What follows belongs to an exercise in optimizing a design on an open flow for small area, a short achievable clock period and few clock cycles per item; a production flow would make more cautious choices. The RTL was checked by simulation tests, not by an equivalence proof against the original design. Power is estimated from default activity; no workload was simulated.

Setup of maple:
==> flow/design.v (excerpt) <==
module time_binned_event_histogram #(
	parameter int MAX_BINS   = tbeh_pkg::MAX_BINS_DEF,
	parameter int COUNT_BITS = tbeh_pkg::COUNT_BITS_DEF
) (
	input  logic                                clk,
	input  logic                                arst_n,
	input  logic                                cfg_we,
	input  logic [tbeh_pkg::CFG_IDX_W-1:0]      cfg_index,
	input  logic [tbeh_pkg::CFG_DATA_W-1:0]     cfg_data,
	input  logic                                in_valid,
	output logic                                in_stall,
	input  logic [tbeh_pkg::OPCODE_W-1:0]       opcode,
	input  logic [tbeh_pkg::TIME_W-1:0]         event_time,
	input  logic                                passes_filter,
	output logic                                out_valid,
	input  logic                                out_stall,
	output logic [tbeh_pkg::BIN_IDX_W-1:0]      bin_index,
	output logic [tbeh_pkg::COUNT_OUT_W-1:0]    local_count,
	output logic [tbeh_pkg::COUNT_OUT_W-1:0]    global_count,
	output logic [tbeh_pkg::COUNT_OUT_W-1:0]    local_peak,
	output logic [tbeh_pkg::COUNT_OUT_W-1:0]    global_peak,
	output logic                                last_bin
);
	localparam int CB = 16;
	localparam logic [CB-1:0] CNT_MAX = '1;
	logic [31:0] start_q;
	logic [31:0] width_q;
	logic [6:0]  n_q;         
	logic        filter_q;
	logic [6:0]  n_wr;
	always_comb begin
		if (cfg_data[6:0] == 7'd0) begin
			n_wr = 7'd1;
		end else if (cfg_data[6:0] > 7'd64) begin
			n_wr = 7'd64;
		end else begin
  ...
==> flow/config.mk <==
export PLATFORM = sky130hd
export DESIGN_NAME = time_binned_event_histogram
export DESIGN_NICKNAME = time_binned_event_histogram
export VERILOG_FILES = /design/flow/design.v
export SDC_FILE = /design/flow/constraint.sdc
export NUM_CORES = 4
export LEC_CHECK = 0
export ABC_AREA = 1
export CAP_MARGIN = 20
export CORE_MARGIN = 2
export CORE_UTILIZATION = 55
export CTS_CLUSTER_DIAMETER = 60
export CTS_CLUSTER_SIZE = 30
export SETUP_SLACK_MARGIN = 4.2
export SLEW_MARGIN = 20
==> flow/constraint.sdc <==
create_clock -name core_clock -period 7.0 [get_ports {clk}]
set_input_delay 1.4000 -clock core_clock [delete_from_list [all_inputs] [get_ports {clk}]]
set_output_delay 1.4000 -clock core_clock [all_outputs]
set_load 0.01 [all_outputs]
standard.sh (not shown) runs the stock make flow with config.mk's settings and CLKGATE_MAP_FILE= SYNTH_SCRIPT=/design/flow/synth_recipe.tcl, a recipe that flattens the netlist after the stock synthesis.
==> flow/flow/run.sh <==
#!/bin/bash
# The standard layout, with clock tree synthesis told not to add dummy loads.
# Each tool's full output stays in ORFS's own logs under orfs/logs; make's output
# goes to flow_make.log in this folder.
set -euo pipefail
export CTS_ARGS="-sink_clustering_enable -repair_clock_nets -sink_clustering_size 30 -sink_clustering_max_diameter 60 -dont_use_dummy_load"
bash standard.sh > flow_make.log 2>&1
The flow did not stop early for maple: all stages ran, and the layout cleared the timing, design-rule and antenna checks.
Testbench counts of maple, summed over its fixed seeds: cycles 15,502, items 10,368.
Relative to maple, the following input files were edited for fjord:
Settings: changing CORE_UTILIZATION from 55 to 40; changing SETUP_SLACK_MARGIN from 4.2 to 4.3.
==> flow/flow/run.sh <==
#!/bin/bash
# The standard layout with two changes: clock tree synthesis adds no dummy loads,
# and the port buffers are buf_2 cells (the default pick is a slower, larger delay
# buffer). Each tool's full output stays in ORFS's own logs under orfs/logs; make's
# output goes to flow_make.log in this folder.
set -euo pipefail
export CTS_ARGS="-sink_clustering_enable -repair_clock_nets -sink_clustering_size 30 -sink_clustering_max_diameter 60 -dont_use_dummy_load"
export BUFFER_PORTS_ARGS="-buffer_cell sky130_fd_sc_hd__buf_2"
bash standard.sh > flow_make.log 2>&1
Results
- The core of fjord is less densely filled than that of maple.
- A startpoint of the worst setup timing path of ogcnt_q[8]$_DFFE_PP_ is what fjord shows, while olcnt_q[10]$_DFFE_PP_ belongs to maple.
- Sequential cell area share in fjord is 0.27 points lower than in maple
- Going from maple to fjord, final instance count without filler cells grew by a little under 10%.
- Share of the final layout cell area in multi-input gates ended up 0.30 points lower on fjord than on maple.
- Net total in the final layout of fjord is on par with maple.
Setup changes, fjord to indigo
Settings: a change of CORE_UTILIZATION from 40 to 45.
Notes after the runs:
Max via count across indigo and fjord: indigo. Between indigo and fjord, the count of placed standard cells including taps is lower for indigo. Per the comparison of indigo with fjord, total iterations of the first detailed-routing run rose 1; first-iteration DRC count increased about 16%. The core of indigo is more densely filled than that of fjord. Wire length: higher on fjord. Diff fjord..indigo | fraction of power consumed by the clock network | negligible. indigo has more setup slack than fjord. Going from fjord to indigo, power share of the combinational group fell 0.3 points, clock insertion delay at the later pin of the skew report shrank by 0.03 ns, post-CTS setup repair buffer count moved down.

[what the ideal ports hide]
Ports are ideal in the flow. The routed layouts listed here were re-timed in OpenROAD.
Step 1, drivers: a clkbuf_16 drives clk and a buf_2 each remaining input, both assumed.
Step 2, shift: input delay + t, output delay - t, t = (earliest + latest rising clock arrival at the registers) / 2. This alone moves slack from input paths to output paths.
a / b / c = ideal / step 1 / step 2; a / b = the first two.
| run | shift t [ns] | slack for setup (ns) | worst hold slack (ns) |
|---|---|---|---|
| maple | 0.829 | 3.927 / 3.849 / 3.326 | 0.280 / 0.280 / 0.280 |
| fjord | 0.866 | 4.058 / 3.976 / 3.342 | 0.267 / 0.267 / 0.267 |
| indigo | 0.854 | 4.084 / 3.996 / 3.370 | 0.262 / 0.262 / 0.262 |
After both steps every run listed still meets setup and hold. The setup slack of fjord, which loses most, moves by -0.082 ns with the drivers and by -0.716 ns with both steps.
